Background: an optimization exercise with open tools, aiming at small area. Do not read the settings as production practice.
The RTL was checked by simulation tests, not by an equivalence proof against the original design.
Power is estimated from default activity; no workload was simulated.

==> design.v <==
package mdu_pkg;
  typedef enum logic [2:0] {
    OP_MUL    = 3'b000,
    OP_MULH   = 3'b001,
    OP_MULHSU = 3'b010,
    OP_MULHU  = 3'b011,
    OP_DIV    = 3'b100,
    OP_DIVU   = 3'b101,
    OP_REM    = 3'b110,
    OP_REMU   = 3'b111
  } funct3_e;
  localparam logic [5:0] K_START = 6'd62;
endpackage
module mul_div_unit (
  input  logic        clk,
  input  logic        rst,
  input  logic        start,
  input  logic [2:0]  funct3,
  input  logic [31:0] operand_a,
  input  logic [31:0] operand_b,
  input  logic [4:0]  rd_in,
  input  logic        flush,
  output logic        busy,
  output logic        done,
  output logic [31:0] result,
  output logic [4:0]  rd_out
);
  logic [65:0] w_q;
  logic [32:0] b_q;
  logic [2:0]  op_q;
  logic [4:0]  rd_q;
  logic [2:0]  c_q;       
  logic [5:0]  k_q;       
  logic        dly_q;     
  logic        cy_q;      
  logic        sgn_q;     
  logic        negf_q;    
  logic        bneg_q;    
  logic        idl_q, act_q;
  logic c0, c2, c3, c5, lo;
  assign c0 = ~c_q[2] & ~c_q[0];
  assign c2 =  c_q[1] & ~c_q[0];
  assign c3 =  c_q[2] &  c_q[0];
  assign c5 = ~c_q[1] &  c_q[0];
  assign lo = ~c_q[0];                         
  logic p_pre, p_z, p_h1, p_main, p_post, p_f, p_g, p_hz, last_k;
  assign p_pre  =  k_q[5] &  k_q[4];
  assign p_z    =  p_pre & ~k_q[0];
  assign p_h1   =  p_pre &  k_q[0];
  assign p_main = ~k_q[5];
  assign p_post =  k_q[5] & ~k_q[4];
  assign p_f    =  p_post & ~k_q[1] & ~k_q[0];
  assign p_g    =  p_post & ~k_q[1] &  k_q[0];
  assign p_hz   =  p_post &  k_q[1];
  assign last_k =  p_main & (k_q[4:0] == 5'd31);
  logic is_mul, is_div, is_rem, mul_hi;
  assign is_mul = ~op_q[2];
  assign is_div = op_q[2] & ~op_q[1];
  assign is_rem = op_q[2] &  op_q[1];
  assign mul_hi = (op_q[1:0] != 2'b00);
  logic half, last_c;
  assign half   = (p_h1 & is_mul) | p_hz;
  assign last_c = half ? c2 : c5;
  logic accept;
  assign accept = start & ~flush & idl_q;
  logic        neg_comb, neg_g, g_eff;
  logic        xz, xinv, yen, ysub, cin, prop3, cin0, cin3;
  logic [10:0] xd, yd, sd;
  logic        cout;
  assign neg_comb = is_div ? ((negf_q ^ bneg_q) & ~w_q[31])
                  : is_rem ? negf_q : (negf_q ^ bneg_q);
  assign neg_g    = c0 ? neg_comb : negf_q;
  assign g_eff    = c0 ? w_q[65] : (c_q[1] ? w_q[43] : w_q[54]);
  always_comb begin
    xz   = 1'b0;
    xinv = 1'b0;
    yen  = 1'b0;
    ysub = 1'b0;
    cin0 = 1'b0;
    cin3 = 1'b0;
    if (p_z) begin
      xz   = ~lo;
      xinv = lo & negf_q;
      cin0 = negf_q;
    end else if (p_main) begin
      if (is_mul) begin
        yen  = lo & g_eff;
        ysub = bneg_q;
        cin0 = g_eff & bneg_q;
      end else begin
        yen  = ~lo;
        ysub = ~(sgn_q ^ bneg_q);
        cin3 = ~(sgn_q ^ bneg_q);
      end
    end else if (p_f) begin
      yen  = ~lo & sgn_q & ~is_mul;
      ysub = bneg_q;
      cin3 = sgn_q & bneg_q & ~is_mul;
    end else if (p_g) begin
      xinv = neg_g & (is_div ? lo : (is_rem ? ~lo : 1'b1));
      cin0 = neg_g & ~is_rem;
      cin3 = neg_g & is_rem;
    end
  end
  assign prop3 = (p_main & is_mul) | (p_g & is_mul);
  assign cin   = c0 ? cin0 : ((c3 & ~prop3) ? cin3 : cy_q);
  assign xd    = xz ? 11'd0 : (w_q[10:0] ^ {11{xinv}});
  assign yd    = yen ? (b_q[10:0] ^ {11{ysub}}) : 11'd0;
  logic [11:0] cc;
  assign cc[0] = cin;
  for (genvar i = 0; i < 11; i++) begin : g_fa
    assign sd[i]   = xd[i] ^ yd[i] ^ cc[i];
    assign cc[i+1] = (xd[i] & yd[i]) | (xd[i] & cc[i]) | (yd[i] & cc[i]);
  end
  assign cout = cc[11];
  logic        lmode, bot;
  logic [10:0] wd;
  assign lmode = (p_z & ~is_mul)
               | (p_main & ~(~is_mul & last_k & ~lo))
               | (p_f & lo & ~is_mul)
               | p_g;
  assign bot   = c0 ? (p_main & is_mul ? 1'b0 : ((p_main | p_f) ? ~dly_q : dly_q)) : dly_q;
  assign wd    = lmode ? {sd[9:0], bot} : sd;
  logic finish;
  assign finish = last_c & ((last_k & ~op_q[2] & ~mul_hi) | (p_g & is_div) | p_hz);
  always_ff @(posedge clk or posedge rst) begin
    if (rst) begin
      idl_q <= 1'b1;
      act_q <= 1'b0;
      done  <= 1'b0;
    end else if (flush) begin
      idl_q <= 1'b1;
      act_q <= 1'b0;
      done  <= 1'b0;
    end else begin
      idl_q <= idl_q ? ~accept : finish;
      act_q <= idl_q ?  accept : ~finish;
      done  <= finish & act_q;
    end
  end
  assign busy = act_q;
  logic bext_in, aneg_in;
  assign bext_in = operand_b[31] & (funct3[2] ? ~funct3[0] : (funct3[1:0] == 2'b01));
  assign aneg_in = operand_a[31] & (funct3[2] ? ~funct3[0] : (funct3[1] ^ funct3[0]));
  always_ff @(posedge clk) begin
    cy_q  <= cout;
    dly_q <= sd[10];
    w_q[32:0] <= ({33{idl_q}} & {operand_a, 1'b0}) | ({33{act_q}} & w_q[43:11]);
    b_q       <= ({33{idl_q}} & {bext_in, operand_b}) | ({33{act_q}} & {b_q[10:0], b_q[32:11]});
    if (idl_q) begin
      op_q   <= funct3;
      rd_q   <= rd_in;
      negf_q <= aneg_in;
      bneg_q <= bext_in;
      c_q    <= 3'd0;
      k_q    <= mdu_pkg::K_START;
    end else begin
      c_q <= (half & c2) ? 3'd0 : {~c_q[0], c_q[2], c_q[1]};
      if (last_c) k_q <= k_q + 6'd1;
      if (p_g & c0) negf_q <= neg_comb;
    end
    w_q[65:33] <= {wd, w_q[65:44]};
    if ((p_z | p_main) & c5) sgn_q <= sd[10];
  end
  assign result = w_q[32:1];
  assign rd_out = rd_q;
endmodule
==> flow/run.sh <==
#!/bin/bash
# Own layout flow: the standard flow (standard.sh, unchanged synthesis and
# steps) with two placement/CTS arguments changed:
#  - port buffers use the smallest buffer cell (every port still gets one)
#  - clock tree: small clock buffers, no dummy balancing loads
# Each tool's full output is kept in the ORFS logs under orfs/logs and the
# make output in flow_make.log.
set -euo pipefail
export BUFFER_PORTS_ARGS="-buffer_cell sky130_fd_sc_hd__buf_1"
export CTS_ARGS="-sink_clustering_enable -repair_clock_nets -dont_use_dummy_load -sink_clustering_size 30 -sink_clustering_max_diameter 80 -buf_list {sky130_fd_sc_hd__clkbuf_4 sky130_fd_sc_hd__clkbuf_8}"
bash standard.sh > flow_make.log 2>&1
==> standard.sh <==
#!/bin/bash
# synth_recipe.tcl (not shown) runs the flow's synth.tcl, then flattens the netlist and writes it again
# the make line also repeats each setting of config.mk as NAME=value (left out here)
make -C /OpenROAD-flow-scripts/flow DESIGN_CONFIG=/design/flow/config.mk WORK_HOME=/design/flow/orfs CLKGATE_MAP_FILE= SYNTH_SCRIPT=/design/flow/synth_recipe.tcl "${@:-finish}"
==> config.mk <==
export PLATFORM = sky130hd
export DESIGN_NAME = mul_div_unit
export DESIGN_NICKNAME = mul_div_unit
export VERILOG_FILES = /design/flow/design.v
export SDC_FILE = /design/flow/constraint.sdc
export NUM_CORES = 4
export LEC_CHECK = 0
export CAP_MARGIN = 20
export CORE_MARGIN = 2
export CORE_UTILIZATION = 40
export SLEW_MARGIN = 20
==> constraint.sdc <==
create_clock -name core_clock -period 10.0 [get_ports {clk}]
set_input_delay 2.0000 -clock core_clock [delete_from_list [all_inputs] [get_ports {clk}]]
set_output_delay 2.0000 -clock core_clock [all_outputs]
set_load 0.01 [all_outputs]
==> results of run 1 <==
## where the power goes
group,switching [mW],internal (mW),total (mW)
registers,0.0351,0.574,0.609
clock network,0.155,0.149,0.304
logic,0.0670,0.0668,0.134
total,0.258,0.790,1.05
## kinds of logic after synthesis
family / after synthesis
flip-flops: 124
AO/OA/AOI/OAI: 108
adder cells (fa/ha/maj): 15
buffers and inverters: 76
multiplexers: 23
XOR/XNOR: 14
AND/OR/NAND/NOR: 79
## cells in the mapped netlist, types with 5 or more instances
cell,number
a21oi_1,10
a22o_1,65
and2_1,12
and3_1,5
buf_4,36
clkbuf_1,15
dfxtp_1,110
edfxtp_1,11
fa_1,11
inv_1,13
mux2_2,9
mux2i_1,12
nand2_1,21
nor2_1,14
o21ai_0,5
xor2_1,13
## through the flow
stage | util [%] | hold WS [ps] | cell area [um2] | setup WS (ps) | power, mW
4_1_cts | 45.5 | 312 | 5510 | 3120 | 1.07
3_3_place_gp | 43.5 | 310 | 5270 | 3280 | 0.752
3_5_place_dp | 43.5 | 312 | 5270 | 3140 | 0.756
2_1_floorplan | - | 310 | 5010 | 3850 | 0.727
6_report | 45.5 | 314 | 5510 | 3110 | 1.05
5_1_grt | 45.5 | 323 | 5510 | 2770 | 1.11
## worst max path at each step
stage          startpoint     to  slack [ps]  cells past startpoint
2_1_floorplan      bneg_q  sgn_q        3850                     20
3_3_place_gp      op_q[2]  sgn_q        3280                     18
3_5_place_dp      op_q[2]  sgn_q        3140                     18
4_1_cts           op_q[2]  sgn_q        3120                     18
5_1_grt           op_q[2]  sgn_q        2770                     18
6_report          op_q[2]  sgn_q        3110                     18
## layer usage
metal  track usage, %  part of all wire [%]  vias up
met1             21.5                    51     1535
met4             7.30                   1.9        0
met2             21.4                    41      104
met5                0                     0        -
met3             5.70                   5.6       10
li1                 -                     -     1665
## area by class of cell
class	instances	area share [%]
clock buffer	17	4.25
inverter	14	0.954
multi-input combinational	239	35.4
sequential	124	47.4
tap	168	3.82
timing repair buffer	117	8.18
## sequential cells by signal, indices dropped and copies added (netlist names)
signal and count:
c_q 3, op_q 3, k_q 6, idl_q 1, w_q 66, cy_q 1, negf_q 1, bneg_q 1
sgn_q 1, rd_q 5, b_q 33, done 1, dly_q 1, act_q 1
## placed cells by master, fill, tap and decap left out, types with 4 or more instances in the layout
master / count
ha_1: 4
fa_1: 11
a211o_1: 4
mux2_2: 9
mux2i_1: 12
nand2_1: 21
dfxtp_1: 110
xor2_1: 13
nor3_1: 4
o21ai_0: 5
a22o_1: 65
clkbuf_8: 17
buf_1: 114
and2_1: 12
and3_1: 5
a21oi_1: 10
nor2_1: 14
edfxtp_1: 11
inv_1: 13
a31oi_1: 4
## critical path, delay by kind of cell, from the launching register on
kind	cells	cell delay (ps)
muxes	1	280
and+or+nand+nor	1	160
adders and majority gates	11	4400
buffers and inverters	3	210
DFF	1	650
AOI/OAI and AO/OA	2	1040
==> reports/metrics.yaml, run 1 <==
outcome: "complete, no violations"
hold-path-cell-count: 0
skew_ps: 21.6
syn_nets: 530
wl_um: 9880
r2r_setup_slack_ps: 3110
power.density_nw_per_um2: 190
die_h_um: 116
finalNonFillerCells: 679
max_freq_ghz: 0.145
drc: 0
yosysTopAreaCell: "dfxtp_1"
core-area_um2: 12100
grt_pass1_vias: 3149
area_delta_synth_final_pct: 9.83
worst_path_most_repeated_cell: "fa_1"
register_area_um2: 2610
yosys_warnings: 1
clk_pin_slew_ps: 60
insertion_delay_ps: 430
syn-cell-area_um2: 5010
drtIter0Drc: 180
synthAdderAreaFrac_pct: 5.39
yosysSeqAreaShare_pct: 52.0
cp.required_ps: 10290
hold_class: "flip-flop to flip-flop"
grt_usage_pct: 15.5
fin_crit_sh_pct: 68.9
die_w_um: 116
maxCapViolCount: 0
initial_utilization_pct: 41.4
ant_nets: 0
hold_buffers: 0
portBuffers: 114
peakVddDrop_v: 0.0000879
avgSynthCellArea_um2: 11.4
slew_headroom_pct: 39.2
cts_sinks: 124
dp_hpwl_um: 6960
dr.pass1.iters: 4
min_period_ps: 6890
cts_root_buffer: "clkbuf_8"
synth_compound_area_share_pct: 17.4
wire_per_inst_um: 14.5
slowest_delay_ps: 650
synth-simple-area-share_pct: 8.66
cp-start-kind: "flip-flop"
dp_cells: 662
slew_viol_final: 0
synth_mux_area_share_pct: 5.01
synth-xor-area-share_pct: 2.45
pin_count: 115
synth_flop_cell: "dfxtp_1"
htree_num_levels: 4
grt-ovfl-total: 0
ys_types: 56
dieArea_um2: 13400
r2r_end: "sgn_q"
vias: 3314
p_leak_nw: 2.31
synth-edff-count: 11
crit_path_top_delay_cell: "edfxtp_1"
tns_ps: 0
min_from: "w_q[57]"
cts_setup_buffers: 0
hold_viol_final: 0
synth-seq-cells: 124
clock_path_buffers: 2
rows: 40
crit_path_max_fanout: 19
cp_cell_sequence: "a21boi_0 -> nand3_1 -> o211ai_2 -> mux2_4 -> fa_1 -> fa_1 -> inv_1 -> fa_1 -> fa_1 -> fa_1 -> fa_1 -> fa_1 -> fa_1 -> fa_1 -> fa_1 -> inv_1 -> fa_1 -> inv_1"
vias_per_cell: 4.88
holdPathEnd: "w_q[46]"
grt_max_degree: 86
end_kind: "flip-flop"
nNetsFinal: 604
antennaDiodeCount: 0
grt_antenna_before_repair: 0
syn_inst: 439
setup_viol: 0
grt_pass1_wl_um: 15600
place_congestion: 0.750
final_layout_size_suffix_gt1_share_pct: 7.63
cts_resized: 0
r2r_cells: 18
worst-endpoint-arrival_ps: 7180
worst_pin_slew_ps: 886
multi_input_area_um2: 1950
cts_tree: "built"
ys_top_cells_by_area: "dfxtp_1 (44%), a22o_1 (11%), edfxtp_1 (6.6%), buf_4 (5.4%), fa_1 (4.4%)"
fillers: 1168
netlist.area_leader.share_pct: 43.9
rsz0062_at_grt: "no"
reg2reg_from: "op_q[2]"
numCtsBuffers: 17
synth_top_family_by_area: "compound AO/OA/AOI/OAI gates"
synthArstFlopShare_pct: 2.42
worstSetupPathType: "flip-flop to flip-flop"
==> run 2, diff against run 1 <==
--- a/flow/run.sh
+++ b/flow/run.sh
@@ -7,5 +7,5 @@
 # make output in flow_make.log.
 set -euo pipefail
 export BUFFER_PORTS_ARGS="-buffer_cell sky130_fd_sc_hd__buf_1"
-export CTS_ARGS="-sink_clustering_enable -repair_clock_nets -dont_use_dummy_load -sink_clustering_size 30 -sink_clustering_max_diameter 80 -buf_list {sky130_fd_sc_hd__clkbuf_4 sky130_fd_sc_hd__clkbuf_8}"
+export CTS_ARGS="-sink_clustering_enable -repair_clock_nets -dont_use_dummy_load -buf_list {sky130_fd_sc_hd__clkbuf_4}"
 bash standard.sh > flow_make.log 2>&1
==> run 2 against run 1 <==
Net effect: critical path depth is the same; clock power fell by 27%; die area is the same; global-route usage down 0.17 points; synthesized area did not move; first-iteration DRC count fell by 7.8%; final cell count up 0.15%; critical path type unchanged; critical endpoint unchanged.
==> reports/metrics.yaml, run 2 <==
cp-start-kind: "flip-flop"
hold_class: "flip-flop to flip-flop"
yosysMostFrequentCell: "dfxtp_1"
synth-seq-cells: 124  # unchanged
core-area_um2: 12100  # unchanged
synth-edff-count: 11  # unchanged
utilization_pct: 44.6  # -0.86 points
initial_utilization_pct: 41.4  # unchanged
slew_viol_final: 0  # unchanged
htree_num_levels: 4  # unchanged
syn_inst: 439  # unchanged
largestRegisters: "w_q x66, b_q x33, k_q x6"
clk_pin_slew_ps: 90  # +30 ps
cts_sinks: 124  # unchanged
top_register: "w_q"
grt_pass1_vias: 3134  # -0.48%
worst_pin_slew_ps: 889  # +2.59 ps
hold_viol_final: 0  # unchanged
yosysTopAreaCell: "dfxtp_1"
ant_nets: 0  # unchanged
slew_headroom_pct: 39.0  # -0.18 points
min_period_ps: 6900  # +12.8 ps
drc: 0  # unchanged
insertion_delay_ps: 510  # +80 ps
r2r_cells: 18  # unchanged
die_h_um: 116  # unchanged
rows: 40  # unchanged
yosysSeqAreaShare_pct: 52.0  # unchanged
layout_commonest_cell: "buf_1"
clock_path_buffers: 2  # unchanged
cp.required_ps: 10380  # +90 ps
largest_reg_flops: 66  # unchanged
portBuffers: 114  # unchanged
holdPathEnd: "w_q[34]"
worstSetupPathType: "flip-flop to flip-flop"
min_from: "w_q[45]"
wl_um: 9870  # -0.10%
syn_nets: 530  # unchanged
hold_buffers: 0  # unchanged
cts_setup_buffers: 0  # unchanged
ys_types: 56  # unchanged
r2r_setup_slack_ps: 3100  # about the same
grt_max_degree: 86  # unchanged
cts_tree: "built"
numCtsBuffers: 17  # unchanged
setup_viol: 0  # unchanged
yosys_warnings: 1  # unchanged
peakVddDrop_v: 0.0000938  # +6.7%
hold-path-cell-count: 0  # unchanged
fin_crit_sh_pct: 69.0  # +0.13 points
netlist.area_leader.share_pct: 43.9  # unchanged
synth_flop_cell: "dfxtp_1"
rsz0062_at_grt: "no"
p_leak_nw: 2.26  # -1.9%
die_w_um: 116  # unchanged
nNetsFinal: 604  # unchanged
power.density_nw_per_um2: 179  # -6.1%
final_layout_size_suffix_gt1_share_pct: 7.63  # unchanged
avgSynthCellArea_um2: 11.4  # unchanged
outcome: "complete, no violations"
reg2reg_from: "op_q[2]"
wire_per_inst_um: 14.5  # -0.25%
end_kind: "flip-flop"
vias_per_cell: 4.86  # -0.45%
grt_antenna_before_repair: 1  # +1
area_delta_synth_final_pct: 7.76
vias: 3304  # -0.30%
total_power_mw: 0.965  # -7.9%
grt_usage_pct: 15.3  # -0.17 points
dp_hpwl_um: 6960  # unchanged
cts_root_buffer: "clkbuf_4"
synth_commonest_cells: "dfxtp_1 (110), a22o_1 (65), buf_4 (36), nand2_1 (21), clkbuf_1 (15)"
place_congestion: 0.750  # unchanged
max_freq_ghz: 0.145  # -0.19%
crit_path_max_fanout: 19  # unchanged
dr.pass1.iters: 4  # unchanged
maxCapViolCount: 0  # unchanged
grt_pass1_wl_um: 15500  # -0.66%
ys_top_cells_by_area: "dfxtp_1 (44%), a22o_1 (11%), edfxtp_1 (6.6%), buf_4 (5.4%), fa_1 (4.4%)"
grt-ovfl-total: 0  # unchanged
skew_ps: 40.2  # +18.6 ps
cts_resized: 0  # unchanged
tns_ps: 0  # unchanged
r2r_end: "sgn_q"
worst-endpoint-arrival_ps: 7280  # +100 ps
syn-cell-area_um2: 5010  # unchanged
pin_count: 115  # unchanged
dieArea_um2: 13400  # unchanged
layout_common_cells: "buf_1 (114), dfxtp_1 (110), a22o_1 (65)"
synthArstFlopShare_pct: 2.42  # unchanged
drtIter0Drc: 166  # -7.8%
run 2: cell count changes in the layout (fill, tap and decap cells not counted):
cell,change
clkbuf_8,-17
diode_2,+1
clkbuf_4,+17
run 2: layer usage:
metal  GRT usage [%]  vias to the layer above  wire length (um)
met4            5.24                        0               112
li1                -                     1676                 -
met2            21.8                      103              4050
met5               0                        -                 0
met1            21.3                     1518              5090
met3            6.01                        7               613
run 2: final cells by class:
| cell class | instances | area (um2) |
|---|---|---|
| well taps | 168 | 210 |
| clock buffers | 17 | 128 |
| fillers | 1183 | 6710 |
| repair buffers | 117 | 450 |
| flip-flops and latches | 124 | 2610 |
| multi-input cells | 239 | 1950 |
| inverters | 14 | 52.6 |
| diodes | 1 | 2.50 |
run 2: how the worst max path moves through the flow:
stage	from	endpoint	slack, ps	cells past startpoint
2_1_floorplan	bneg_q	sgn_q	3850	20
3_3_place_gp	op_q[2]	sgn_q	3280	18
3_5_place_dp	op_q[2]	sgn_q	3140	18
4_1_cts	op_q[2]	sgn_q	3110	18
5_1_grt	op_q[2]	sgn_q	2760	18
6_report	op_q[2]	sgn_q	3100	18
run 2: power by group:
group	switching, mW	internal [mW]	leakage (nW)	total, mW
clock network	0.145	0.0775	0.0782	0.223
registers	0.0349	0.573	1.07	0.608
logic	0.0673	0.0668	1.11	0.134
run 2: kinds of logic (layout without fill, tap and decap cells):
kind of cell / Yosys count / count (layout) / synth area share, %
buffers and inverters: 76 / 148 / 9.08
AO/OA/AOI/OAI: 108 / 108 / 17.4
AND/OR/NAND/NOR: 79 / 79 / 8.66
flip-flops: 124 / 124 / 52.0
multiplexers: 23 / 23 / 5.02
adder cells (fa/ha/maj): 15 / 15 / 5.39
other: 0 / 1 / 0
XOR/XNOR: 14 / 14 / 2.45
run 2: per-stage QoR:
stage	setup WS [ps]	std cells	cell area, um2	hold slack (ps)
floorplan	3850	439	5010	310
global placement	3280	662	5270	310
detailed placement	3140	662	5270	312
CTS	3110	679	5400	311
global route	2760	680	5400	318
finish	3100	680	5400	313
run 2: worst max-delay path, cell delays in order (launching register included):
cell and delay (ps):
edfxtp_1 660, a21boi_0 400, nand3_1 160, o211ai_2 650
mux2_4 290, fa_1 190, fa_1 170, inv_1 60
fa_1 440, fa_1 450, fa_1 460, fa_1 460
fa_1 460, fa_1 460, fa_1 460, fa_1 430
inv_1 80, fa_1 420, inv_1 80
==> run 3, diff against run 2 <==
--- a/design.v
+++ b/design.v
@@ -36,6 +36,8 @@
   logic        sgn_q;     
   logic        negf_q;    
   logic        bneg_q;    
+  logic        pb_q;      
+  logic        yp_q;      
   logic        idl_q, act_q;
   logic c0, c2, c3, c5, lo;
   assign c0 = ~c_q[2] & ~c_q[0];
@@ -67,7 +69,7 @@
   logic        xz, xinv, yen, ysub, cin, prop3, cin0, cin3;
   logic [10:0] xd, yd, sd;
   logic        cout;
-  assign neg_comb = is_div ? ((negf_q ^ bneg_q) & ~w_q[31])
+  assign neg_comb = is_div ? ((negf_q ^ bneg_q) & w_q[31])
                   : is_rem ? negf_q : (negf_q ^ bneg_q);
   assign neg_g    = c0 ? neg_comb : negf_q;
   assign g_eff    = c0 ? w_q[65] : (c_q[1] ? w_q[43] : w_q[54]);
@@ -75,12 +77,12 @@
     xz   = 1'b0;
     xinv = 1'b0;
     yen  = 1'b0;
-    ysub = 1'b0;
+    ysub = bneg_q;
     cin0 = 1'b0;
     cin3 = 1'b0;
     if (p_z) begin
       xz   = ~lo;
-      xinv = lo & negf_q;
+      xinv = lo & (negf_q ^ (c_q[2] & ~c_q[1]));
       cin0 = negf_q;
     end else if (p_main) begin
       if (is_mul) begin
@@ -97,15 +99,15 @@
       ysub = bneg_q;
       cin3 = sgn_q & bneg_q & ~is_mul;
     end else if (p_g) begin
-      xinv = neg_g & (is_div ? lo : (is_rem ? ~lo : 1'b1));
+      xinv = neg_g & (is_div ? lo : (is_rem ? ~lo : 1'b1));    
       cin0 = neg_g & ~is_rem;
       cin3 = neg_g & is_rem;
     end
   end
   assign prop3 = (p_main & is_mul) | (p_g & is_mul);
   assign cin   = c0 ? cin0 : ((c3 & ~prop3) ? cin3 : cy_q);
-  assign xd    = xz ? 11'd0 : (w_q[10:0] ^ {11{xinv}});
-  assign yd    = yen ? (b_q[10:0] ^ {11{ysub}}) : 11'd0;
+  assign xd    = xz ? 11'd0 : (w_q[10:0] ^ {11{~xinv}});
+  assign yd    = yen ? (b_q[10:0] ^ {11{yp_q}}) : 11'd0;
   logic [11:0] cc;
   assign cc[0] = cin;
   for (genvar i = 0; i < 11; i++) begin : g_fa
@@ -118,11 +120,11 @@
   assign lmode = (p_z & ~is_mul)
                | (p_main & ~(~is_mul & last_k & ~lo))
                | (p_f & lo & ~is_mul)
-               | p_g;
+               | (p_g & ~(is_mul & ~mul_hi));
   assign bot   = c0 ? (p_main & is_mul ? 1'b0 : ((p_main | p_f) ? ~dly_q : dly_q)) : dly_q;
   assign wd    = lmode ? {sd[9:0], bot} : sd;
   logic finish;
-  assign finish = last_c & ((last_k & ~op_q[2] & ~mul_hi) | (p_g & is_div) | p_hz);
+  assign finish = last_c & ((p_g & (is_rem | (is_mul & mul_hi))) | p_hz);
   always_ff @(posedge clk or posedge rst) begin
     if (rst) begin
       idl_q <= 1'b1;
@@ -145,8 +147,12 @@
   always_ff @(posedge clk) begin
     cy_q  <= cout;
     dly_q <= sd[10];
-    w_q[32:0] <= ({33{idl_q}} & {operand_a, 1'b0}) | ({33{act_q}} & w_q[43:11]);
-    b_q       <= ({33{idl_q}} & {bext_in, operand_b}) | ({33{act_q}} & {b_q[10:0], b_q[32:11]});
+    w_q[32:22] <= ~(({11{act_q}} | operand_a[31:21]) & ({11{idl_q}} | w_q[43:33]));
+    w_q[21:11] <= ~(({11{act_q}} | operand_a[20:10]) & ({11{idl_q}} | w_q[32:22]));
+    w_q[10:0]  <= ~(({11{act_q}} | {operand_a[9:0], 1'b0}) & ({11{idl_q}} | w_q[21:11]));
+    b_q        <= ~(({33{act_q}} | {bext_in, operand_b}) & ({33{idl_q}} | {b_q[10:0], b_q[32:11]}));
+    pb_q       <= ~pb_q | idl_q;
+    yp_q       <= ysub ^ (~pb_q | idl_q);
     if (idl_q) begin
       op_q   <= funct3;
       rd_q   <= rd_in;
@@ -162,6 +168,6 @@
     w_q[65:33] <= {wd, w_q[65:44]};
     if ((p_z | p_main) & c5) sgn_q <= sd[10];
   end
-  assign result = w_q[32:1];
+  assign result = w_q[65:34];
   assign rd_out = rd_q;
 endmodule
--- a/flow/run.sh
+++ b/flow/run.sh
@@ -7,5 +7,5 @@
 # make output in flow_make.log.
 set -euo pipefail
 export BUFFER_PORTS_ARGS="-buffer_cell sky130_fd_sc_hd__buf_1"
-export CTS_ARGS="-sink_clustering_enable -repair_clock_nets -dont_use_dummy_load -buf_list {sky130_fd_sc_hd__clkbuf_4}"
+export CTS_ARGS="-sink_clustering_enable -repair_clock_nets -dont_use_dummy_load -sink_clustering_size 32 -sink_clustering_max_diameter 300 -sink_clustering_levels 1 -buf_list {sky130_fd_sc_hd__clkbuf_8}"
 bash standard.sh > flow_make.log 2>&1
==> run 3 against run 2 <==
Net effect: clock skew is 21 ps lower; synthesized area shrank 1.4%; combinational power rose by about 40%; utilization up 0.68 points; final area grew 1.1%; first-iteration DRC count is the same; flip-flop and latch count is 2 higher; critical endpoint is now w_q[65]; highest routed layer unchanged.
==> reports/metrics.yaml, run 3 <==
outcome: "complete, no violations"
cts_resized: 0  # unchanged
r2r_end: "w_q[65]"
worst-path-buf-inv: 4  # +1
die_h_um: 115  # -0.68%
tns_ps: 0  # unchanged
hold_class: "flip-flop to flip-flop"
die_w_um: 115  # -0.68%
largestRegisters: "w_q x66, b_q x33, k_q x6"
syn_nets: 541  # +2.1%
numCtsBuffers: 17  # unchanged
synth_flop_cell: "dfxtp_1"
pin_count: 115  # unchanged
crit_path_max_fanout: 16  # -3
hold_buffers: 0  # unchanged
clk_pin_slew_ps: 70  # -20 ps
drtIter0Drc: 166  # unchanged
yosys_warnings: 1  # unchanged
wire_per_inst_um: 15.0  # +3.3%
finalNonFillerCells: 690  # +1.5%
p_leak_nw: 2.09  # -7.8%
path_depth: 21  # +3
nNetsFinal: 615  # +1.8%
antennaDiodeCount: 0  # -1
setup_viol: 0  # unchanged
rsz0062_at_grt: "no"
dp_hpwl_um: 7420  # +6.6%
yosysSeqAreaShare_pct: 53.6  # +1.5 points
utilization_pct: 45.3  # +0.68 points
synth-seq-cells: 126  # +1.6%
worstSetupPathType: "flip-flop to flip-flop"
max_freq_ghz: 0.148  # +2.3%
largest_reg_flops: 66  # unchanged
vias_per_cell: 4.89  # +0.64%
place_congestion: 0.821  # +9.4%
avgSynthCellArea_um2: 11.0  # -3.8%
ys_types: 57  # +1.8%
grt-ovfl-total: 0  # unchanged
cts_setup_buffers: 0  # unchanged
cp_top_family: "adder cells"
slowest_delay_ps: 700  # +40 ps
layout_commonest_cell: "buf_1"
reg2reg_from: "op_q[2]"
core-area_um2: 12100  # -0.41%
grt_usage_pct: 16.4  # +1.1 points
synthArstFlopShare_pct: 2.38  # -0.038 points
ant_nets: 0  # unchanged
slew_headroom_pct: 45.2  # +6.2 points
slew_viol_final: 0  # unchanged
top_register: "w_q"
r2r_setup_slack_ps: 3250  # +150 ps
htree_num_levels: 4  # unchanged
worstSetupEndpoint: "w_q[65]"
synth-edff-count: 11  # unchanged
dp_cells: 673  # +1.7%
area_delta_synth_final_pct: 10.5
maxCapViolCount: 0  # unchanged
yosysMostFrequentCell: "dfxtp_1"
yosysTopAreaCell: "dfxtp_1"
end_kind: "flip-flop"
grt_antenna_before_repair: 0  # -1
skew_ps: 19.4  # -20.8 ps
grt_pass1_vias: 3277  # +4.6%
fin_crit_sh_pct: 67.5  # -1.5 points
cts_tree: "built"
dpl_cell_area_um2: 5230  # -0.83%
fillers: 1166  # -1.4%
r2r_cells: 21  # +3
syn-cell-area_um2: 4940  # -1.4%
insertion_delay_ps: 440  # -70 ps
dieArea_um2: 13300  # -1.3%
worst-endpoint-arrival_ps: 7130  # -150 ps
vias: 3374  # +2.1%
peakVddDrop_v: 0.000127  # +35%
crit_path_top_delay_cell: "edfxtp_1"
portBuffers: 114  # unchanged
cts_root_buffer: "clkbuf_8"
cp-start-kind: "flip-flop"
dr.pass1.iters: 4  # unchanged
initial_utilization_pct: 41.0  # -0.41 points
drc: 0  # unchanged
crit_start: "op_q[2]"
final_layout_size_suffix_gt1_share_pct: 8.62  # +0.99 points
cts_sinks: 126  # +1.6%
layout_common_cells: "buf_1 (114), dfxtp_1 (112), o22ai_1 (65)"
rows: 40  # unchanged
ys_top_cells_by_area: "dfxtp_1 (45%), o22ai_1 (8.2%), edfxtp_1 (6.7%), buf_4 (5.0%), fa_1 (4.5%)"
worst_pin_slew_ps: 821  # -67.5 ps
grt_max_degree: 84  # -2.3%
clock_path_buffers: 2  # unchanged
netlist.area_leader.share_pct: 45.3  # +1.4 points
power.density_nw_per_um2: 208  # +17%
grt_pass1_wl_um: 16300  # +5.3%
fin_area_um2: 5460  # +1.1%
syn_inst: 450  # +2.5%
synth_commonest_cells: "dfxtp_1 (112), o22ai_1 (65), buf_4 (33), nor2_1 (29), clkbuf_1 (17)"
wl_um: 10300  # +4.8%
min_period_ps: 6750  # -154 ps
worst_path_most_repeated_cell: "fa_1"
cp_cell_sequence: "nand2_1 -> a22oi_1 -> o32ai_1 -> a2bb2oi_1 -> buf_4 -> mux2i_1 -> fa_1 -> fa_1 -> inv_1 -> fa_1 -> fa_1 -> fa_1 -> fa_1 -> fa_1 -> fa_1 -> fa_1 -> fa_1 -> inv_1 -> fa_1 -> inv_1 -> mux2_2"
hold_viol_final: 0  # unchanged
cp.required_ps: 10380  # about the same
[run 3: cell count changes after synthesis, moves of 5 or more]
cell      delta
o22ai_1     +65
a22o_1      -64
nor2_1      +15
xnor2_1     +10
xor2_1      -10
and2_1       -9
nand2_1      -8
nand2b_1     +7
mux2_4       +5
[run 3: cell type report]
cell class / instances / area [um2] / share of cell area (%)
Timing Repair Buffer: 117 / 450 / 8.24
Inverter: 11 / 41.3 / 0.756
Clock buffer: 17 / 234 / 4.28
Multi-Input combinational cell: 251 / 1880 / 34.4
Sequential cell: 126 / 2650 / 48.5
Tap cell: 168 / 210 / 3.85
[run 3: logic make-up after synthesis]
logic type | after synthesis | synth area share (%)
flops | 126 | 53.6
xor+xnor | 14 | 2.48
simple gates | 95 | 10.2
compound gates | 100 | 13.4
buf+inv | 73 | 8.45
mux | 27 | 6.43
fa+ha+maj | 15 | 5.47
[run 3: metal layers]
metal  vias up  track usage [%]  share of wire, %
li1       1705                -                 -
met1      1536             22.0                49
met2       120             23.3                42
met3        13             6.85               7.1
met4         0             7.15               1.9
met5         -                0                 0
[run 3: worst register-to-register path: cells and delay by family (launching register included)]
kind | cells | cell delay (ps)
DFF | 1 | 700
and+or+nand+nor | 1 | 200
muxes | 2 | 370
adders and majority gates | 11 | 4430
buffers and inverters | 4 | 450
AOI/OAI and AO/OA | 3 | 570
[run 3: where the power goes]
part / switching, mW / internal, mW / total [mW]
clock: 0.166 / 0.149 / 0.315
sequential: 0.0459 / 0.591 / 0.637
combinational: 0.0982 / 0.0884 / 0.187
total: 0.310 / 0.828 / 1.14
[run 3: worst min path at each step]
stage                       start  endpoint  slack (ps)  cells past startpoint
after detailed placement  w_q[47]   w_q[36]         330                      0
after global placement    w_q[51]   w_q[40]         330                      0
final                     w_q[48]   w_q[37]         340                      0
after CTS                 w_q[48]   w_q[37]         350                      0
after global routing      w_q[47]   w_q[36]         350                      0
after floorplan           w_q[44]   w_q[33]         330                      0
[run 3: metrics by stage]
stage | setup slack, ps | hold WS [ps] | total power, mW
floorplan | 3700 | 332 | 0.815
global placement | 3280 | 332 | 0.835
detailed placement | 3220 | 334 | 0.838
CTS | 3210 | 348 | 1.15
global route | 2840 | 354 | 1.20
finish | 3250 | 341 | 1.14
==> run 4, diff against run 3 <==
--- a/flow/run.sh
+++ b/flow/run.sh
@@ -7,5 +7,5 @@
 # make output in flow_make.log.
 set -euo pipefail
 export BUFFER_PORTS_ARGS="-buffer_cell sky130_fd_sc_hd__buf_1"
-export CTS_ARGS="-sink_clustering_enable -repair_clock_nets -dont_use_dummy_load -sink_clustering_size 32 -sink_clustering_max_diameter 300 -sink_clustering_levels 1 -buf_list {sky130_fd_sc_hd__clkbuf_8}"
+export CTS_ARGS="-sink_clustering_enable -repair_clock_nets -dont_use_dummy_load -sink_clustering_size 40 -sink_clustering_max_diameter 300 -buf_list {sky130_fd_sc_hd__clkbuf_8}"
 bash standard.sh > flow_make.log 2>&1
==> run 4 against run 3 <==
Net effect: total power unchanged; non-clock buffer count is the same; via count unchanged; sequential share of layout area unchanged; critical path depth stayed put; final cell count stayed put; sequential power about the same; critical endpoint unchanged; largest power group unchanged.
==> reports/metrics.yaml, run 4 <==
ant_nets: 0  # unchanged
comb_power_share_pct: 16.4  # about the same
dr.pass1.iters: 4  # unchanged
grt_max_degree: 84  # unchanged
grt_usage_pct: 16.4  # unchanged
dpl_cell_area_um2: 5230  # unchanged
ys_top_cells_by_area: "dfxtp_1 (45%), o22ai_1 (8.2%), edfxtp_1 (6.7%), buf_4 (5.0%), fa_1 (4.5%)"
p_clk_share_pct: 27.7  # about the same
yosysTopAreaCell: "dfxtp_1"
p_int_mw: 0.828  # unchanged
initial_utilization_pct: 41.0  # unchanged
vias: 3374  # unchanged
holdPathEnd: "w_q[37]"
top_register: "w_q"
skew_ps: 19.4  # unchanged
grt-ovfl-total: 0  # unchanged
antennaDiodeCount: 0  # unchanged
dieArea_um2: 13300  # unchanged
crit_path_max_fanout: 16  # unchanged
drtIter0Drc: 166  # unchanged
yosysSeqAreaShare_pct: 53.6  # unchanged
die_h_um: 115  # unchanged
wl_met2_um: 4360  # unchanged
syn-cell-area_um2: 4940  # unchanged
cts_resized: 0  # unchanged
numCtsBuffers: 17  # unchanged
ys_types: 57  # unchanged
wl_um: 10300  # unchanged
syn_inst: 450  # unchanged
power.density_nw_per_um2: 208  # unchanged
fin_crit_sh_pct: 67.5  # unchanged
min_from: "w_q[48]"
slew_headroom_pct: 45.2  # unchanged
reg2reg_from: "op_q[2]"
peakVddDrop_v: 0.000127  # unchanged
cp.required_ps: 10380  # about the same
rsz0062_at_grt: "no"
rows: 40  # unchanged
fin_area_um2: 5460  # unchanged
yosys_warnings: 1  # unchanged
cts_root_buffer: "clkbuf_8"
outcome: "complete, no violations"
place_congestion: 0.821  # unchanged
wl_met1_um: 5050  # unchanged
synthArstFlopShare_pct: 2.38  # unchanged
cts_tree: "built"
hold_viol_final: 0  # unchanged
nNetsFinal: 615  # unchanged
pin_count: 115  # unchanged
worst-endpoint-arrival_ps: 7130  # about the same
fillers: 1166  # unchanged
syn_nets: 541  # unchanged
synth_commonest_cells: "dfxtp_1 (112), o22ai_1 (65), buf_4 (33), nor2_1 (29), clkbuf_1 (17)"
die_w_um: 115  # unchanged
setup_viol: 0  # unchanged
synth-edff-count: 11  # unchanged
worst_pin_slew_ps: 821  # unchanged
routed.top_layer: "met4"
grt_pass1_wl_um: 16300  # unchanged
core-area_um2: 12100  # unchanged
maxCapViolCount: 0  # unchanged
p_leak_nw: 2.09  # unchanged
area_delta_synth_final_pct: 10.5  # unchanged
layout_commonest_cell: "buf_1"
hold-path-cell-count: 0  # unchanged
r2r_cells: 21  # unchanged
layout_common_cells: "buf_1 (114), dfxtp_1 (112), o22ai_1 (65)"
tns_ps: 0  # unchanged
switching_share_pct: 27.2  # unchanged
yosysMostFrequentCell: "dfxtp_1"
min_period_ps: 6750  # unchanged
dp_hpwl_um: 7420  # unchanged
seq_power_share_pct: 56.0  # about the same
hold_class: "flip-flop to flip-flop"
netlist.area_leader.share_pct: 45.3  # unchanged
drc: 0  # unchanged
largest_reg_flops: 66  # unchanged
end_kind: "flip-flop"
met3_length_um: 729  # unchanged
p_switching_mw: 0.310  # unchanged
wire_per_inst_um: 15.0  # unchanged
r2r_setup_slack_ps: 3250  # about the same
cp-start-kind: "flip-flop"
insertion_delay_ps: 440  # about the same
synth_flop_cell: "dfxtp_1"
clock_path_buffers: 2  # unchanged
cts_setup_buffers: 0  # unchanged
r2r_end: "w_q[65]"
grt_antenna_before_repair: 0  # unchanged
grt_pass1_vias: 3277  # unchanged
hold_buffers: 0  # unchanged
largestRegisters: "w_q x66, b_q x33, k_q x6"
clk_pin_slew_ps: 70  # about the same
cts_sinks: 126  # unchanged
vias_per_cell: 4.89  # unchanged
worstSetupPathType: "flip-flop to flip-flop"
final_layout_size_suffix_gt1_share_pct: 8.62  # unchanged
slew_viol_final: 0  # unchanged
max_freq_ghz: 0.148  # unchanged
avgSynthCellArea_um2: 11.0  # unchanged
synth-seq-cells: 126  # unchanged
portBuffers: 114  # unchanged
htree_num_levels: 4  # unchanged
==> run 4: how the worst max path moves through the flow <==
stage,from,end,cells after the start
2_1_floorplan,c_q[2],w_q[65],22
4_1_cts,op_q[2],w_q[65],21
5_1_grt,op_q[2],w_q[65],21
3_3_place_gp,op_q[2],w_q[65],21
6_report,op_q[2],w_q[65],21
3_5_place_dp,op_q[2],w_q[65],21
==> run 4: cells by family (layout without fill, tap and decap cells) <==
| group | after synthesis | after routing | share of synthesized area [%] |
|---|---|---|---|
| adder cells (fa/ha/maj) | 15 | 15 | 5.47 |
| buffers and inverters | 73 | 145 | 8.45 |
| AO/OA/AOI/OAI | 100 | 100 | 13.4 |
| XOR/XNOR | 14 | 14 | 2.48 |
| multiplexers | 27 | 27 | 6.43 |
| flip-flops | 126 | 126 | 53.6 |
| AND/OR/NAND/NOR | 95 | 95 | 10.2 |
==> run 4: cell type report <==
class / count / area, um2 / area share [%]
Sequential cell: 126 / 2650 / 48.5
Inverter: 11 / 41.3 / 0.756
Multi-Input combinational cell: 251 / 1880 / 34.4
Timing Repair Buffer: 117 / 450 / 8.24
Clock buffer: 17 / 234 / 4.28
Tap cell: 168 / 210 / 3.85
==> run 4: power groups by stage <==
stage               combinational (mW)  clock (mW)  sequential, mW
floorplan                        0.186           0           0.630
global placement                 0.189           0           0.646
detailed placement               0.190           0           0.649
CTS                              0.190       0.325           0.638
global route                     0.209       0.346           0.647
finish                           0.187       0.315           0.637
==> run 4: through the flow <==
stage / utilization [%] / cells / total power [mW] / hold slack [ps] / worst slack, ps
finish: 45.3 / 690 / 1.14 / 341 / 3250
global route: 45.3 / 690 / 1.20 / 354 / 2840
CTS: 45.3 / 690 / 1.15 / 348 / 3210
detailed placement: 43.4 / 673 / 0.838 / 334 / 3220
global placement: 43.4 / 673 / 0.835 / 332 / 3280
floorplan: - / 450 / 0.815 / 332 / 3700
==> run 4: metal layers <==
metal,global-route usage [%],up-vias
met4,7.15,0
met5,0,-
met3,6.85,13
met1,22.0,1536
li1,-,1705
met2,23.3,120
==> run 4: worst max-delay path: stages, from the launching register on <==
cell and delay (ps):
edfxtp_1 700, nand2_1 200, a22oi_1 220, o32ai_1 120, a2bb2oi_1 230, buf_4 240, mux2i_1 230, fa_1 230
fa_1 170, inv_1 50, fa_1 440, fa_1 450, fa_1 470, fa_1 460, fa_1 460, fa_1 450
fa_1 460, fa_1 420, inv_1 70, fa_1 400, inv_1 90, mux2_2 140
==> run 5, diff against run 4 <==
--- a/flow/run.sh
+++ b/flow/run.sh
@@ -7,5 +7,5 @@
 # make output in flow_make.log.
 set -euo pipefail
 export BUFFER_PORTS_ARGS="-buffer_cell sky130_fd_sc_hd__buf_1"
-export CTS_ARGS="-sink_clustering_enable -repair_clock_nets -dont_use_dummy_load -sink_clustering_size 40 -sink_clustering_max_diameter 300 -buf_list {sky130_fd_sc_hd__clkbuf_8}"
+export CTS_ARGS="-sink_clustering_enable -repair_clock_nets -dont_use_dummy_load -buf_list {sky130_fd_sc_hd__clkbuf_4}"
 bash standard.sh > flow_make.log 2>&1
--- a/config.mk
+++ b/config.mk
@@ -5,7 +5,7 @@
 export SDC_FILE = /design/flow/constraint.sdc
 export NUM_CORES = 4
 export LEC_CHECK = 0
-export CAP_MARGIN = 20
+export CAP_MARGIN = 0
 export CORE_MARGIN = 2
 export CORE_UTILIZATION = 40
-export SLEW_MARGIN = 20
+export SLEW_MARGIN = 0
==> run 5 against run 4 <==
Net effect: still clean on timing, DRC and antenna; clock-buffer cell count is the same; synthesized cell count is the same; global-route usage shrank 0.16 points; synthesized area is the same; combinational power is essentially flat; largest cell class unchanged.
==> reports/metrics.yaml, run 5 <==
outcome: "complete, no violations"
die_w_um: 115  # unchanged
worst_path_most_repeated_cell: "fa_1"
place_ws_ps: 3220  # unchanged
synth_commonest_cells: "dfxtp_1 (112), o22ai_1 (65), buf_4 (33), nor2_1 (29), clkbuf_1 (17)"
hold_class: "flip-flop to flip-flop"
grt_pass1_vias: 3289  # +0.37%
synth-edff-count: 11  # unchanged
maxCapViolCount: 0  # unchanged
synth_mux_area_share_pct: 6.43  # unchanged
synth-xor-area-share_pct: 2.48  # unchanged
cts_setup_buffers: 0  # unchanged
core-area_um2: 12100  # unchanged
avgSynthCellArea_um2: 11.0  # unchanged
cts_root_buffer: "clkbuf_4"
dieArea_um2: 13300  # unchanged
finalNonFillerCells: 690  # unchanged
tns_ps: 0  # unchanged
grt_usage_pct: 16.3  # -0.16 points
setup_viol: 0  # unchanged
synth-simple-area-share_pct: 10.2  # unchanged
layout_commonest_cell: "buf_1"
layout_common_cells: "buf_1 (114), dfxtp_1 (112), o22ai_1 (65)"
hold_viol_final: 0  # unchanged
worstSetupPathType: "flip-flop to flip-flop"
grt_pass1_wl_um: 16200  # -0.68%
cp-start-kind: "flip-flop"
crit_path_top_delay_cell: "edfxtp_1"
setup_ws_ps: 3220  # -28.1 ps
worst-endpoint-arrival_ps: 7230  # +100 ps
wire_per_inst_um: 14.8  # -0.94%
slowest_delay_ps: 700  # about the same
fillers: 1174  # +0.69%
yosysMostFrequentCell: "dfxtp_1"
dpl_cell_area_um2: 5230  # unchanged
antennaDiodeCount: 0  # unchanged
dp_hpwl_um: 7420  # unchanged
htree_num_levels: 4  # unchanged
yosysSeqAreaShare_pct: 53.6  # unchanged
rsz0062_at_grt: "no"
grt_max_degree: 84  # unchanged
cp_cell_sequence: "nand2_1 -> a22oi_1 -> o32ai_1 -> a2bb2oi_1 -> buf_4 -> mux2i_1 -> fa_1 -> fa_1 -> inv_1 -> fa_1 -> fa_1 -> fa_1 -> fa_1 -> fa_1 -> fa_1 -> fa_1 -> fa_1 -> inv_1 -> fa_1 -> inv_1 -> mux2_2"
die_h_um: 115  # unchanged
synthArstFlopShare_pct: 2.38  # unchanged
ys_top_cells_by_area: "dfxtp_1 (45%), o22ai_1 (8.2%), edfxtp_1 (6.7%), buf_4 (5.0%), fa_1 (4.5%)"
numCtsBuffers: 17  # unchanged
top_register: "w_q"
initial_utilization_pct: 41.0  # unchanged
ys_types: 57  # unchanged
wl_um: 10200  # -0.94%
syn_inst: 450  # unchanged
synth_compound_area_share_pct: 13.4  # unchanged
synth_flop_cell: "dfxtp_1"
rows: 40  # unchanged
cts_sinks: 126  # unchanged
nNetsFinal: 615  # unchanged
area_delta_synth_final_pct: 8.35
cp.required_ps: 10450  # +70 ps
cts_resized: 0  # unchanged
skew_ps: 30.6  # +11.2 ps
place_congestion: 0.821  # unchanged
ant_nets: 0  # unchanged
largest_reg_flops: 66  # unchanged
p_leak_nw: 2.04  # -2.1%
largestRegisters: "w_q x66, b_q x33, k_q x6"
cts_tree: "built"
power.density_nw_per_um2: 196  # -5.8%
pin_count: 115  # unchanged
clock_path_buffers: 2  # unchanged
final_layout_size_suffix_gt1_share_pct: 8.62  # unchanged
vias_per_cell: 4.88  # -0.21%
grt_antenna_before_repair: 0  # unchanged
syn_nets: 541  # unchanged
synth-seq-cells: 126  # unchanged
clk_pin_slew_ps: 80  # about the same
min_period_ps: 6780  # +28.1 ps
syn-cell-area_um2: 4940  # unchanged
slew_headroom_pct: 45.1  # -0.15 points
vias: 3367  # -0.21%
drtIter0Drc: 145  # -13%
max_freq_ghz: 0.148  # -0.41%
worst_pin_slew_ps: 824  # +2.25 ps
crit_path_max_fanout: 16  # unchanged
slew_viol_final: 0  # unchanged
yosysTopAreaCell: "dfxtp_1"
yosys_warnings: 1  # unchanged
dp_cells: 673  # unchanged
dr.pass1.iters: 4  # unchanged
fin_crit_sh_pct: 67.8  # +0.28 points
peakVddDrop_v: 0.000108  # -15%
grt-ovfl-total: 0  # unchanged
synthAdderAreaFrac_pct: 5.47  # unchanged
fin_area_um2: 5360  # -1.9%
netlist.area_leader.share_pct: 45.3  # unchanged
synth_top_family_by_area: "compound AO/OA/AOI/OAI gates"
hold_buffers: 0  # unchanged
total_power_mw: 1.05  # -7.7%
drc: 0  # unchanged
portBuffers: 114  # unchanged
end_kind: "flip-flop"
insertion_delay_ps: 520  # +80 ps
## run 5: cell count changes in the layout (fill, tap and decap cells not counted)
cell,delta
clkbuf_8,-17
clkbuf_4,+17
## run 5: cell type report
| class | instances | area, um2 | area share, % |
|---|---|---|---|
| multi-input cells | 251 | 1880 | 35.1 |
| inverters | 11 | 41.3 | 0.771 |
| clock buffers | 17 | 128 | 2.38 |
| flip-flops and latches | 126 | 2650 | 49.5 |
| well taps | 168 | 210 | 3.92 |
| repair buffers | 117 | 450 | 8.41 |
## run 5: final timing paths
kind                         start      end  slack [ps]  cells past startpoint
setup / recovery           op_q[2]  w_q[65]        3220                     21
hold reg to reg            w_q[44]  w_q[33]         350                      0
hold / removal             w_q[44]  w_q[33]         350                      0
min in group asynchronous      rst     done        1340                      2
setup reg to reg           op_q[2]  w_q[65]        3220                     21
max in group asynchronous      rst    idl_q        8450                      2
## run 5: critical path, delay by kind of cell, from the launching register on
kind            cells  cell delay [ps]
flops               1              700
fa+ha+maj          11             4420
simple gates        1              200
mux                 2              370
buf+inv             4              450
compound gates      3              580
## run 5: cell families (layout without fill, tap and decap cells)
group	count (synthesis)	in the layout
flops	126	126
compound gates	100	100
simple gates	95	95
buf+inv	73	145
mux	27	27
fa+ha+maj	15	15
xor+xnor	14	14
## run 5: metrics by stage
step | hold slack [ps] | utilization [%]
floorplan | 332 | -
global placement | 332 | 43.4
detailed placement | 334 | 43.4
CTS | 354 | 44.4
global route | 359 | 44.4
finish | 353 | 44.4
## run 5: power breakdown
part           internal, mW  switching, mW
combinational        0.0884         0.0981
sequential            0.590         0.0457
clock                0.0776          0.151
## run 5: routing by layer
metal / up-vias / GRT usage, % / routed length [um]
li1: 1711 / - / -
met1: 1526 / 22.0 / 5010
met2: 113 / 23.2 / 4320
met3: 17 / 5.75 / 664
met4: 0 / 7.87 / 248
met5: - / 0 / 0
==> run 6, diff against run 5 <==
--- a/config.mk
+++ b/config.mk
@@ -8,4 +8,6 @@
 export CAP_MARGIN = 0
 export CORE_MARGIN = 2
 export CORE_UTILIZATION = 40
+export GPL_ROUTABILITY_DRIVEN = 0
+export GPL_TIMING_DRIVEN = 0
 export SLEW_MARGIN = 0
==> run 6 against run 5 <==
Net effect: via count rose by 9.7%; worst hold slack got worse by 20 ps; sequential share of layout area fell by 3.1 points; first-iteration DRC count rose by 43%; clock power barely moved; critical path depth rose by 1; clock-buffer cell count did not move; setup slack improved by 3.2 ps; utilization rose by 2.9 points; total power rose by 6.0%; sequential power barely moved.
==> reports/metrics.yaml, run 6 <==
outcome: "complete, no violations"
vias: 3693  # +9.7%
worstSetupPathType: "flip-flop to flip-flop"
crit_path_max_fanout: 10  # -6
setup_viol: 0  # unchanged
vias_per_cell: 4.93  # +1.0%
cp-start-kind: "flip-flop"
syn_inst: 450  # unchanged
netlist.area_leader.share_pct: 45.3  # unchanged
skew_ps: 43.1  # +12.5 ps
die_w_um: 115  # unchanged
drc: 0  # unchanged
drtIter0Drc: 207  # +43%
rows: 40  # unchanged
comb_power_share_pct: 22.6  # +4.9 points
htree_num_levels: 4  # unchanged
avgSynthCellArea_um2: 11.0  # unchanged
synth_flop_cell: "dfxtp_1"
wire_per_inst_um: 15.4  # +3.7%
maxCapViolCount: 0  # unchanged
die_h_um: 115  # unchanged
syn-cell-area_um2: 4940  # unchanged
hold-worst-slack_ps: 333  # -20.1 ps
initial_utilization_pct: 41.0  # unchanged
hold_buffers: 0  # unchanged
insertion_delay_ps: 540  # +20 ps
top_register: "w_q"
p_leak_nw: 2.24  # +9.9%
grt_antenna_before_repair: 0  # unchanged
p_clk_share_pct: 20.6  # -1.2 points
worst-endpoint-arrival_ps: 7220  # about the same
cts_tree: "built"
ant_nets: 0  # unchanged
slew_headroom_pct: 53.6  # +8.5 points
yosys_warnings: 1  # unchanged
grt_max_degree: 17  # -80%
min_period_ps: 6770  # -3.19 ps
clk_pin_slew_ps: 120  # +40 ps
p_switching_mw: 0.311  # +5.4%
synthArstFlopShare_pct: 2.38  # unchanged
synth_commonest_cells: "dfxtp_1 (112), o22ai_1 (65), buf_4 (33), nor2_1 (29), clkbuf_1 (17)"
clock_path_buffers: 2  # unchanged
dieArea_um2: 13300  # unchanged
dp_hpwl_um: 8620  # +16%
yosysTopAreaCell: "dfxtp_1"
antennaDiodeCount: 0  # unchanged
rsz0062_at_grt: "no"
core-area_um2: 12100  # unchanged
largest_reg_flops: 66  # unchanged
power.density_nw_per_um2: 195  # -0.59%
layout_common_cells: "buf_1 (120), dfxtp_1 (112), o22ai_1 (65)"
tns_ps: 0  # unchanged
grt-ovfl-total: 0  # unchanged
grt_pass1_vias: 3570  # +8.5%
grt_usage_pct: 18.3  # +2.0 points
yosysMostFrequentCell: "dfxtp_1"
seq_power_share_pct: 56.9  # -3.6 points
synth-seq-cells: 126  # unchanged
cts_sinks: 126  # unchanged
cp.required_ps: 10440  # about the same
fin_area_um2: 5710  # +6.6%
max_freq_ghz: 0.148  # about the same
largestRegisters: "w_q x66, b_q x33, k_q x6"
cts_setup_buffers: 0  # unchanged
fin_crit_sh_pct: 67.7  # about the same
pin_count: 115  # unchanged
p_int_mw: 0.803  # +6.2%
hold_class: "flip-flop to flip-flop"
cts_resized: 0  # unchanged
dpl_cell_area_um2: 5580  # +6.7%
peakVddDrop_v: 0.0000826  # -24%
synth-edff-count: 11  # unchanged
layout_commonest_cell: "buf_1"
yosysSeqAreaShare_pct: 53.6  # unchanged
dr.pass1.iters: 5  # +1
hold_viol_final: 0  # unchanged
area_delta_synth_final_pct: 15.5
portBuffers: 114  # unchanged
end_kind: "flip-flop"
slew_viol_final: 0  # unchanged
switching_share_pct: 27.9  # -0.15 points
worst_pin_slew_ps: 696  # -127 ps
grt_pass1_wl_um: 18100  # +11%
ys_top_cells_by_area: "dfxtp_1 (45%), o22ai_1 (8.2%), edfxtp_1 (6.7%), buf_4 (5.0%), fa_1 (4.5%)"
syn_nets: 541  # unchanged
numCtsBuffers: 17  # unchanged
cts_root_buffer: "clkbuf_4"
final_layout_size_suffix_gt1_share_pct: 13.8  # +5.1 points
ys_types: 57  # unchanged
wl_um: 11500  # +13%
nNetsFinal: 674  # +9.6%
[run 6: routing by layer]
metal	global-route usage (%)	part of all wire [%]	up-vias
met5	0	0	-
met4	7.23	1.1	0
met3	5.69	8.3	11
met2	26.7	44	156
met1	25.4	47	1696
li1	-	-	1830
[run 6: cell type report]
type,instances,area [um2]
Buffer,62,377
Clock buffer,17,128
Fill cell,1171,6350
Inverter,11,41.3
Multi-Input combinational cell,251,1880
Sequential cell,126,2650
Tap cell,168,210
Timing Repair Buffer,114,428
[run 6: power by group through the flow]
stage | clock network (mW) | registers [mW] | logic, mW
finish | 0.229 | 0.633 | 0.251
global route | 0.261 | 0.643 | 0.276
CTS | 0.240 | 0.634 | 0.255
detailed placement | 0 | 0.645 | 0.254
global placement | 0 | 0.642 | 0.252
floorplan | 0 | 0.630 | 0.186
[run 6: final timing paths]
kind,end,from,cells after the start,slack (ps)
min in group asynchronous,act_q,rst,2,1330
worst min-delay path,w_q[36],w_q[47],0,330
worst max register to register,w_q[65],k_q[0],22,3230
worst max-delay path,w_q[65],k_q[0],22,3230
max in group asynchronous,idl_q,rst,2,8450
worst min register to register,w_q[36],w_q[47],0,330
[run 6: kinds of logic after synthesis]
family | synth area share, %
AOI/OAI and AO/OA | 13.4
xor gates and xnor gates | 2.48
DFF | 53.6
adders and majority gates | 5.47
muxes | 6.43
and+or+nand+nor | 10.2
buffers and inverters | 8.45
[run 6: critical path, stage by stage (launching register included)]
cell and delay [ps]:
dfxtp_1 340, buf_2 190, inv_1 80, and3_1 220, a32oi_1 200, a2bb2oi_1 310, buf_4 260, mux2i_1 230
fa_1 230, fa_1 170, inv_1 60, fa_1 460, fa_1 460, fa_1 470, fa_1 460, fa_1 470
fa_1 460, fa_1 460, fa_1 430, inv_1 80, fa_1 410, inv_1 100, mux2_2 150
[run 6: through the flow]
step / util, % / total power, mW / cells / setup WS (ps)
after floorplan: - / 0.815 / 450 / 3700
after global placement: 46.3 / 0.893 / 732 / 3290
after detailed placement: 46.3 / 0.899 / 732 / 3210
after CTS: 47.3 / 1.13 / 749 / 3170
after global routing: 47.3 / 1.18 / 749 / 2900
final: 47.3 / 1.11 / 749 / 3230
==> run 7, diff against run 6 <==
==> config.mk (replaced) <==
export PLATFORM = sky130hd
export DESIGN_NAME = mul_div_unit
export DESIGN_NICKNAME = mul_div_unit
export VERILOG_FILES = /design/flow/design.v
export SDC_FILE = /design/flow/constraint.sdc
export NUM_CORES = 4
export LEC_CHECK = 0
export CAP_MARGIN = 20
export CORE_MARGIN = 2
export CORE_UTILIZATION = 40
export SLEW_MARGIN = 20
==> run 7 against run 6 <==
Net effect: die area stayed put; clock-buffer cell count unchanged; clock skew decreased by 12 ps; register-to-register slack is essentially flat; setup slack worse by 3.2 ps; utilization fell by 2.9 points; flip-flop and latch count did not move; first-iteration DRC count is 30% lower; total power decreased by 5.6%; final cell count fell by 7.9%.
==> reports/metrics.yaml, run 7 <==
outcome: "complete, no violations"
clk_pin_slew_ps: 80  # -40 ps
top_register: "w_q"
htree_num_levels: 4  # unchanged
initial_utilization_pct: 41.0  # unchanged
total_power_mw: 1.05  # -5.6%
synth-edff-count: 11  # unchanged
core-area_um2: 12100  # unchanged
synth_flop_cell: "dfxtp_1"
maxCapViolCount: 0  # unchanged
worst-endpoint-arrival_ps: 7230  # about the same
vias_per_cell: 4.88  # -1.0%
pin_count: 115  # unchanged
cts_tree: "built"
portBuffers: 114  # unchanged
max_freq_ghz: 0.148  # about the same
r2r_end: "w_q[65]"
worst_pin_slew_ps: 824  # +127 ps
skew_ps: 30.6  # -12.5 ps
worstSetupEndpoint: "w_q[65]"
clock_path_buffers: 2  # unchanged
grt_pass1_vias: 3289  # -7.9%
yosysMostFrequentCell: "dfxtp_1"
ys_top_cells_by_area: "dfxtp_1 (45%), o22ai_1 (8.2%), edfxtp_1 (6.7%), buf_4 (5.0%), fa_1 (4.5%)"
place_congestion: 0.821
peakVddDrop_v: 0.000108  # +31%
drtIter0Drc: 145  # -30%
rsz0062_at_grt: "no"
layout_common_cells: "buf_1 (114), dfxtp_1 (112), o22ai_1 (65)"
cts_root_buffer: "clkbuf_4"
syn-cell-area_um2: 4940  # unchanged
cts_resized: 0  # unchanged
slew_viol_final: 0  # unchanged
p_leak_nw: 2.04  # -9.0%
nNetsFinal: 615  # -8.8%
hold_class: "flip-flop to flip-flop"
drc: 0  # unchanged
die_h_um: 115  # unchanged
insertion_delay_ps: 520  # -20 ps
tns_ps: 0  # unchanged
rows: 40  # unchanged
cp.required_ps: 10450  # about the same
grt_pass1_wl_um: 16200  # -10%
yosys_warnings: 1  # unchanged
synth_commonest_cells: "dfxtp_1 (112), o22ai_1 (65), buf_4 (33), nor2_1 (29), clkbuf_1 (17)"
cts_setup_buffers: 0  # unchanged
area_delta_synth_final_pct: 8.35
r2r_cells: 21  # -4.5%
worstSetupPathType: "flip-flop to flip-flop"
final_layout_size_suffix_gt1_share_pct: 8.62  # -5.1 points
die_w_um: 115  # unchanged
dp_hpwl_um: 7420  # -14%
synth-seq-cells: 126  # unchanged
largest_reg_flops: 66  # unchanged
crit_start: "op_q[2]"
reg2reg_from: "op_q[2]"
vias: 3367  # -8.8%
cp-start-kind: "flip-flop"
power.density_nw_per_um2: 196  # +0.60%
slew_headroom_pct: 45.1  # -8.5 points
ys_types: 57  # unchanged
r2r_setup_slack_ps: 3220  # about the same
largestRegisters: "w_q x66, b_q x33, k_q x6"
hold_buffers: 0  # unchanged
syn_inst: 450  # unchanged
crit_path_max_fanout: 16  # +6
wire_per_inst_um: 14.8  # -3.6%
avgSynthCellArea_um2: 11.0  # unchanged
antennaDiodeCount: 0  # unchanged
yosysTopAreaCell: "dfxtp_1"
syn_nets: 541  # unchanged
end_kind: "flip-flop"
netlist.area_leader.share_pct: 45.3  # unchanged
fin_crit_sh_pct: 67.8  # about the same
hold_viol_final: 0  # unchanged
dieArea_um2: 13300  # unchanged
grt_usage_pct: 16.3  # -2.0 points
grt_antenna_before_repair: 0  # unchanged
synthArstFlopShare_pct: 2.38  # unchanged
fillers: 1174  # +0.26%
grt-ovfl-total: 0  # unchanged
min_period_ps: 6780  # +3.19 ps
dr.pass1.iters: 4  # -1
grt_max_degree: 84  # +67
numCtsBuffers: 17  # unchanged
cts_sinks: 126  # unchanged
setup_viol: 0  # unchanged
layout_commonest_cell: "buf_1"
wl_um: 10200  # -11%
yosysSeqAreaShare_pct: 53.6  # unchanged
ant_nets: 0  # unchanged
[run 7: worst max-delay path, stage by stage (launching register included)]
cell       delay [ps]
edfxtp_1          700
nand2_1           200
a22oi_1           220
o32ai_1           120
a2bb2oi_1         240
buf_4             240
mux2i_1           230
fa_1              230
fa_1              170
inv_1              50
fa_1              440
fa_1              460
fa_1              470
fa_1              460
fa_1              460
fa_1              450
fa_1              460
fa_1              420
inv_1              70
fa_1              400
inv_1              90
mux2_2            140
[run 7: how the worst min path moves through the flow]
stage / from / end / slack (ps) / depth (start not counted)
global route: w_q[47] / w_q[36] / 360 / 0
global placement: w_q[51] / w_q[40] / 330 / 0
floorplan: w_q[44] / w_q[33] / 330 / 0
finish: w_q[44] / w_q[33] / 350 / 0
detailed placement: w_q[47] / w_q[36] / 330 / 0
CTS: w_q[48] / w_q[37] / 350 / 0
[run 7: through the flow]
step                      cell area [um2]  hold slack, ps  worst slack, ps  util (%)  instances
final                                5360             353             3220      44.4        690
after global routing                 5360             359             2840      44.4        690
after CTS                            5360             354             3210      44.4        690
after global placement               5230             332             3280      43.4        673
after floorplan                      4940             332             3700         -        450
after detailed placement             5230             334             3220      43.4        673
[run 7: routing by layer]
layer / share of wire, % / vias to the layer above / track usage (%) / wire length, um
met2: 42 / 113 / 23.2 / 4320
met5: 0 / - / 0 / 0
met3: 6.5 / 17 / 5.75 / 664
met1: 49 / 1526 / 22.0 / 5010
met4: 2.4 / 0 / 7.87 / 248
li1: - / 1711 / - / -
[run 7: cell families (layout without fill, tap and decap cells)]
family	Yosys count	in the layout	synth area share, %
DFF	126	126	53.6
AOI/OAI and AO/OA	100	100	13.4
and+or+nand+nor	95	95	10.2
buffers and inverters	73	145	8.45
muxes	27	27	6.43
adders and majority gates	15	15	5.47
xor gates and xnor gates	14	14	2.48
[run 7: power by group]
| part | internal (mW) | switching, mW | total [mW] | leakage (nW) |
|---|---|---|---|---|
| Clock | 0.0776 | 0.151 | 0.229 | 0.0782 |
| Combinational | 0.0884 | 0.0981 | 0.186 | 0.875 |
| Sequential | 0.590 | 0.0457 | 0.636 | 1.09 |
[run 7: layout make-up]
cell class	count	area [um2]	area share [%]
sequential	126	2650	49.5
multi-input combinational	251	1880	35.1
timing repair buffer	117	450	8.41
tap	168	210	3.92
clock buffer	17	128	2.38
inverter	11	41.3	0.771

==> separate check: timing with driven ports <==
How much do the figures lean on ideal ports? The routed layouts below were timed once more, with nothing changed but the port constraints.
Step 1 (the two cells are an assumption about what drives the block):
set clk [get_ports {clk}]
set_driving_cell -lib_cell sky130_fd_sc_hd__clkbuf_16 $clk
set_driving_cell -lib_cell sky130_fd_sc_hd__buf_2 [delete_from_list [all_inputs] $clk]
Step 2 moves the port delays by t, midway between the first and last clock arrival at a register: inputs arrive t later, outputs are due t later. That takes back most of the time a late clock gives input paths.
a / b / c = ideal ports / drivers / drivers and shift; a / b = the first two.
run | t (ns) | slack for setup (ns) | worst slew at a driven data input, ns
run 1 | 0.447 | 3.111 / 3.111 / 3.111 | 0.05
run 2 | 0.528 | 3.098 / 3.098 / 3.098 | 0.05
run 3 | 0.458 | 3.252 / 3.252 / 3.252 | 0.04
run 4 | 0.458 | 3.252 / 3.252 / 3.252 | 0.04
run 5 | 0.530 | 3.224 / 3.224 / 3.224 | 0.04
run 6 | 0.540 | 3.227 / 3.227 / 3.227 | 0.04
run 7 | 0.530 | 3.224 / 3.224 / 3.224 | 0.04
After both steps setup and hold are still met in every run listed.
